Context: an optimization exercise on an open-source flow, tuned for a short achievable clock period and few clock cycles. The choices shown serve that exercise and are no tape-out recipe.
In this exercise RTL edits were held to simulation tests only and were not proved equivalent to the original.
No activity file was given, so power comes from the tool's default toggle rates.

run a:
==> flow/design.v (excerpt) <==
module pipelineCore (
    input  wire logic                              clk,
    input  wire logic                              rstN,
    output logic      [corePkg::dataWidth-1:0]     fetchAddr,
    input  wire isaPkg::instrWordT                 fetchInstr,
    output logic                                   wbEnable,
    output logic      [corePkg::regAddrWidth-1:0]  wbDest,
    output logic      [corePkg::dataWidth-1:0]     wbData
);
==> flow/config.mk <==
export PLATFORM = sky130hd
export DESIGN_NAME = pipelineCore
export DESIGN_NICKNAME = pipelineCore
export VERILOG_FILES = /design/flow/design.v
export SDC_FILE = /design/flow/constraint.sdc
export NUM_CORES = 8
export LEC_CHECK = 0
export ABC_CLOCK_PERIOD_IN_PS = 2500
export CAP_MARGIN = 60
export CORE_MARGIN = 2
export CORE_UTILIZATION = 45
export SLEW_MARGIN = 60
==> flow/constraint.sdc <==
create_clock -name core_clock -period 10.0 [get_ports {clk}]
set_input_delay 2.0000 -clock core_clock [delete_from_list [all_inputs] [get_ports {clk}]]
set_output_delay 2.0000 -clock core_clock [all_outputs]
set_load 0.01 [all_outputs]
standard.sh (not shown) runs the stock make flow with config.mk's settings and CLKGATE_MAP_FILE= SYNTH_SCRIPT=/design/flow/synth_recipe.tcl, a recipe that flattens the netlist after the stock synthesis.
==> flow/flow/run.sh <==
#!/bin/bash
# Layout flow: the standard ORFS flow (standard.sh: the same scripts and
# synthesis script), with these changes to how the layout is made:
#  - slow cells (high transistor stacks, adder cells, delay cells) are added
#    to the platform's don't-use list, so mapping and repair use faster
#    gates; flip-flop choices are unaffected;
#  - after synthesis, buf_1 is also kept out, so timing repair does not
#    build long chains of the weakest buffer.
# Each step's full output goes to its own log here (synth.log, layout.log);
# ORFS's per-step logs stay in orfs/logs.
set -o pipefail
BASE="sky130_fd_sc_hd__probe_p_8 sky130_fd_sc_hd__probec_p_8 sky130_fd_sc_hd__lpflow_bleeder_1 sky130_fd_sc_hd__lpflow_clkbufkapwr_1 sky130_fd_sc_hd__lpflow_clkbufkapwr_16 sky130_fd_sc_hd__lpflow_clkbufkapwr_2 sky130_fd_sc_hd__lpflow_clkbufkapwr_4 sky130_fd_sc_hd__lpflow_clkbufkapwr_8 sky130_fd_sc_hd__lpflow_clkinvkapwr_1 sky130_fd_sc_hd__lpflow_clkinvkapwr_16 sky130_fd_sc_hd__lpflow_clkinvkapwr_2 sky130_fd_sc_hd__lpflow_clkinvkapwr_4 sky130_fd_sc_hd__lpflow_clkinvkapwr_8 sky130_fd_sc_hd__lpflow_decapkapwr_12 sky130_fd_sc_hd__lpflow_decapkapwr_3 sky130_fd_sc_hd__lpflow_decapkapwr_4 sky130_fd_sc_hd__lpflow_decapkapwr_6 sky130_fd_sc_hd__lpflow_decapkapwr_8 sky130_fd_sc_hd__lpflow_inputiso0n_1 sky130_fd_sc_hd__lpflow_inputiso0p_1 sky130_fd_sc_hd__lpflow_inputiso1n_1 sky130_fd_sc_hd__lpflow_inputiso1p_1 sky130_fd_sc_hd__lpflow_inputisolatch_1 sky130_fd_sc_hd__lpflow_isobufsrc_1 sky130_fd_sc_hd__lpflow_isobufsrc_16 sky130_fd_sc_hd__lpflow_isobufsrc_2 sky130_fd_sc_hd__lpflow_isobufsrc_4 sky130_fd_sc_hd__lpflow_isobufsrc_8 sky130_fd_sc_hd__lpflow_isobufsrckapwr_16 sky130_fd_sc_hd__lpflow_lsbuf_lh_hl_isowell_tap_1 sky130_fd_sc_hd__lpflow_lsbuf_lh_hl_isowell_tap_2 sky130_fd_sc_hd__lpflow_lsbuf_lh_hl_isowell_tap_4 sky130_fd_sc_hd__lpflow_lsbuf_lh_isowell_4 sky130_fd_sc_hd__lpflow_lsbuf_lh_isowell_tap_1 sky130_fd_sc_hd__lpflow_lsbuf_lh_isowell_tap_2 sky130_fd_sc_hd__lpflow_lsbuf_lh_isowell_tap_4"
SLOW="sky130_fd_sc_hd__nor4_* sky130_fd_sc_hd__nor4b_* sky130_fd_sc_hd__nor4bb_* sky130_fd_sc_hd__or4_* sky130_fd_sc_hd__or4b_* sky130_fd_sc_hd__or4bb_* sky130_fd_sc_hd__o41a_* sky130_fd_sc_hd__o41ai_* sky130_fd_sc_hd__a2111o_* sky130_fd_sc_hd__a2111oi_* sky130_fd_sc_hd__xor3_* sky130_fd_sc_hd__xnor3_* sky130_fd_sc_hd__o32a_* sky130_fd_sc_hd__o32ai_* sky130_fd_sc_hd__o311a_* sky130_fd_sc_hd__o311ai_* sky130_fd_sc_hd__o2111a_* sky130_fd_sc_hd__o2111ai_* sky130_fd_sc_hd__dlygate* sky130_fd_sc_hd__dlymetal* sky130_fd_sc_hd__clkdlybuf* sky130_fd_sc_hd__fa_* sky130_fd_sc_hd__ha_* sky130_fd_sc_hd__nor3_* sky130_fd_sc_hd__or3_* sky130_fd_sc_hd__a222oi_* sky130_fd_sc_hd__nor3b_* sky130_fd_sc_hd__or3b_* sky130_fd_sc_hd__a311o_* sky130_fd_sc_hd__a311oi_* sky130_fd_sc_hd__o221ai_* sky130_fd_sc_hd__o221a_* sky130_fd_sc_hd__maj3_* sky130_fd_sc_hd__a21o_* sky130_fd_sc_hd__a211o_* sky130_fd_sc_hd__a221o_* sky130_fd_sc_hd__a22o_* sky130_fd_sc_hd__a2bb2o_* sky130_fd_sc_hd__a31o_* sky130_fd_sc_hd__a32o_* sky130_fd_sc_hd__a41o_* sky130_fd_sc_hd__o21a_* sky130_fd_sc_hd__o211a_* sky130_fd_sc_hd__o21ba_* sky130_fd_sc_hd__o22a_* sky130_fd_sc_hd__o2bb2a_* sky130_fd_sc_hd__o31a_* sky130_fd_sc_hd__and4_* sky130_fd_sc_hd__and4b_* sky130_fd_sc_hd__and4bb_* sky130_fd_sc_hd__a41oi_*"
bash standard.sh SETUP_SLACK_MARGIN=6.3  "DONT_USE_CELLS=$BASE $SLOW" synth > synth.log 2>&1 || exit 1
bash standard.sh SETUP_SLACK_MARGIN=6.3  "DONT_USE_CELLS=$BASE $SLOW sky130_fd_sc_hd__buf_1" finish > layout.log 2>&1
Testbench counts of run a, summed over its fixed seeds: cycles 61,886.
The following lists how run b was set up differently from run a:
-- flow/design.v --
<<< run a, line 77
    output logic                                dValid,
    output logic      [31:0]                    dInstr,
    output logic      [corePkg::dataWidth-1:0]  dPc,
    output logic                                dPredTaken,
>>> run b, line 77
    output logic                                dValid,
    output logic      [31:0]                    dInstr,
    output logic      [corePkg::numRegs-1:0]    dRsSel,
    output logic      [corePkg::dataWidth-1:0]  dPc,
    output logic                                dPredTaken,
<<< run a, line 195
    end
    always_ff @(posedge clk) begin
        if (!stall) dInstr <= fetchInstr;
        dPc        <= pc;
        dPredTaken <= predTaken;
>>> run b, line 196
    end
    always_ff @(posedge clk) begin
        if (!stall) begin
            dInstr <= fetchInstr;
            for (int i = 0; i < corePkg::numRegs; i++) dRsSel[i] <= fetchInstr[20:16] == 5'(i);
        end
        dPc        <= pc;
        dPredTaken <= predTaken;
<<< run a, line 223
    input  wire logic                              clk,
    input  wire logic                              rstN,
    input  wire logic [corePkg::regAddrWidth-1:0]  readAddrA,
    input  wire logic [corePkg::regAddrWidth-1:0]  readAddrB,
    input  wire logic [corePkg::regAddrWidth-1:0]  readAddrC,
>>> run b, line 227
    input  wire logic                              clk,
    input  wire logic                              rstN,
    input  wire logic [corePkg::numRegs-1:0]       readSelA,     
    input  wire logic [corePkg::regAddrWidth-1:0]  readAddrB,
    input  wire logic [corePkg::regAddrWidth-1:0]  readAddrC,
<<< run a, line 252
        end
    end
    assign readDataA = written[readAddrA] ? regs[readAddrA] : '0;
    assign readZeroA = !written[readAddrA] || isZero[readAddrA];
    assign readDataB = written[readAddrB] ? regs[readAddrB] : '0;
    assign readDataC = written[readAddrC] ? regs[readAddrC] : '0;
>>> run b, line 256
        end
    end
    always_comb begin
        readDataA = '0;
        readZeroA = 1'b0;
        for (int i = 0; i < corePkg::numRegs; i++) begin
            readDataA = readDataA | ({corePkg::dataWidth{readSelA[i] && written[i]}} & regs[i]);
            readZeroA = readZeroA | (readSelA[i] && (!written[i] || isZero[i]));
        end
    end
    assign readDataB = written[readAddrB] ? regs[readAddrB] : '0;
    assign readDataC = written[readAddrC] ? regs[readAddrC] : '0;
<<< run a, line 290
    input  wire logic                              dValid,
    input  wire logic [31:0]                       dInstr,
    input  wire logic [corePkg::dataWidth-1:0]     dPc,
    input  wire logic                              dPredTaken,
>>> run b, line 300
    input  wire logic                              dValid,
    input  wire logic [31:0]                       dInstr,
    input  wire logic [corePkg::numRegs-1:0]       dRsSel,       
    input  wire logic [corePkg::dataWidth-1:0]     dPc,
    input  wire logic                              dPredTaken,
<<< run a, line 332
    logic [corePkg::dataMemDepth-1:0] memSel;
    logic [W-1:0] regA, regB, regC, valA, valB, valC;
    logic         regZeroA;
    logic         fwdA, fwdB, fwdC, bypA, bypB, bypC;
    corePkg::aluCtlT aluCtl;
>>> run b, line 343
    logic [corePkg::dataMemDepth-1:0] memSel;
    logic [W-1:0] regA, regB, regC, valA, valB, valC;
    logic         regZeroA, zeroA, takenD, resolveD;
    logic         fwdA, fwdB, fwdC, bypA, bypB, bypC;
    corePkg::aluCtlT aluCtl;
<<< run a, line 368
        .clk         (clk),
        .rstN        (rstN),
        .readAddrA   (rs),
        .readAddrB   (rt),
        .readAddrC   (rd),
>>> run b, line 379
        .clk         (clk),
        .rstN        (rstN),
        .readSelA    (dRsSel),
        .readAddrB   (rt),
        .readAddrC   (rd),
<<< run a, line 398
    assign valB = bypB ? wbData : regB;
    assign valC = bypC ? wbData : regC;
    assign redirectD = 1'b0;
    assign targetD   = '0;
    assign immExt  = {{(W-16){dInstr[15]}}, dInstr[15:0]};
    assign stall = dValid && (isLw || isSw) && fwdA
>>> run b, line 409
    assign valB = bypB ? wbData : regB;
    assign valC = bypC ? wbData : regC;
    assign zeroA     = bypA ? wbZero : regZeroA;
    assign takenD    = isBeqz ? zeroA : valA[W-1];
    assign resolveD  = (isBeqz || isBltz) && !fwdA;
    assign redirectD = dValid && resolveD && takenD != dPredTaken && !redirectE;
    assign targetD   = {dPredTaken ? pcPlus4 : dTarget, 2'b00};
    assign immExt  = {{(W-16){dInstr[15]}}, dInstr[15:0]};
    assign stall = dValid && (isLw || isSw) && fwdA
<<< run a, line 435
            eIsBltz    <= isBltz;
            eIsJ       <= isJ;
            ePredTaken <= dPredTaken;
            eDest      <= rd;
        end
>>> run b, line 449
            eIsBltz    <= isBltz;
            eIsJ       <= isJ;
            ePredTaken <= resolveD ? takenD : dPredTaken;
            eDest      <= rd;
        end
<<< run a, line 697
    logic                              dValid, dPredTaken;
    logic [31:0]                       dInstr;
    logic [W-1:0]                      dPc;
    logic [W-1:2]                      dTarget;
>>> run b, line 711
    logic                              dValid, dPredTaken;
    logic [31:0]                       dInstr;
    logic [corePkg::numRegs-1:0]       dRsSel;
    logic [W-1:0]                      dPc;
    logic [W-1:2]                      dTarget;
<<< run a, line 718
        .clk, .rstN, .redirectE, .targetE, .redirectD, .targetD, .stall, .dirWrite, .dirTaken, .dirPc,
        .fetchAddr, .fetchInstr,
        .dValid, .dInstr, .dPc, .dPredTaken, .dTarget
    );
    decodeStage i_decodeStage (
        .clk, .rstN, .dValid, .dInstr, .dPc, .dPredTaken, .dTarget,
        .redirectE, .wbEnable, .wbDest (wbDestInt), .wbData (wbDataInt), .wbZero,
        .stall, .redirectD, .targetD, .nextMemSel,
>>> run b, line 733
        .clk, .rstN, .redirectE, .targetE, .redirectD, .targetD, .stall, .dirWrite, .dirTaken, .dirPc,
        .fetchAddr, .fetchInstr,
        .dValid, .dInstr, .dRsSel, .dPc, .dPredTaken, .dTarget
    );
    decodeStage i_decodeStage (
        .clk, .rstN, .dValid, .dInstr, .dRsSel, .dPc, .dPredTaken, .dTarget,
        .redirectE, .wbEnable, .wbDest (wbDestInt), .wbData (wbDataInt), .wbZero,
        .stall, .redirectD, .targetD, .nextMemSel,
Results
- Changes observed in run b relative to run a: distinct cell type count after synthesis has increased, post-layout instance count excluding filler cells +565, worst setup timing slack at the placement stage went down 0.085 ns, number of fill cells in the layout shows an increase of 1.2%.
- Between run a and run b, the flow reports clock power increasing by a few percent.
- Max share of the final layout cell area in sequential cells across run a and run b: run b
- Overall power of the completed layout grows by a few percent when moving from run a to run b.
- The synthesized area divided by synthesized cell count reported for run b is smaller than that of run a by 5.0%.
- Compared with run a, in run b overall fraction of global-route tracks in use saw an increase; routed metal-1 wire length saw an increase; flip-flop and latch count saw an increase; flip-flop and latch power saw an increase.
- Diff run a -> run b: proportion of layout cells with a drive suffix above 1 moved down; met2 routing resource usage after global routing moved up.
Testbench counts of run b, summed over its fixed seeds: cycles 61,491.

port drivers added, routing unchanged:
In the flow no input, the clock included, has a driving cell. The finished layouts below were timed again as built, in two steps.
Step 1 assumes that a clkbuf_16 drives the clock port and a buf_2 every other input.
Step 2 also shifts input and output timing later by t, the mid clock arrival at the registers, as if the neighbouring blocks saw the same clock.
Three values: ideal ports, drivers, drivers and shift; two values: the first two.
run	t, ns	setup slack, ns	hold slack, ns	worst setup path after step 2	latest minus earliest clock arrival (ns)
run a	1.091	6.084 / 6.109 / 5.065	0.374 / 0.374 / 0.374	input to register	0.144 / 0.145
run b	1.092	5.919 / 5.919 / 4.992	0.365 / 0.365 / 0.365	input to register	0.126 / 0.126
After both steps every run listed still meets setup and hold. The setup slack of run a, which loses most, moves by +0.025 ns with the drivers and by -1.019 ns with both steps.
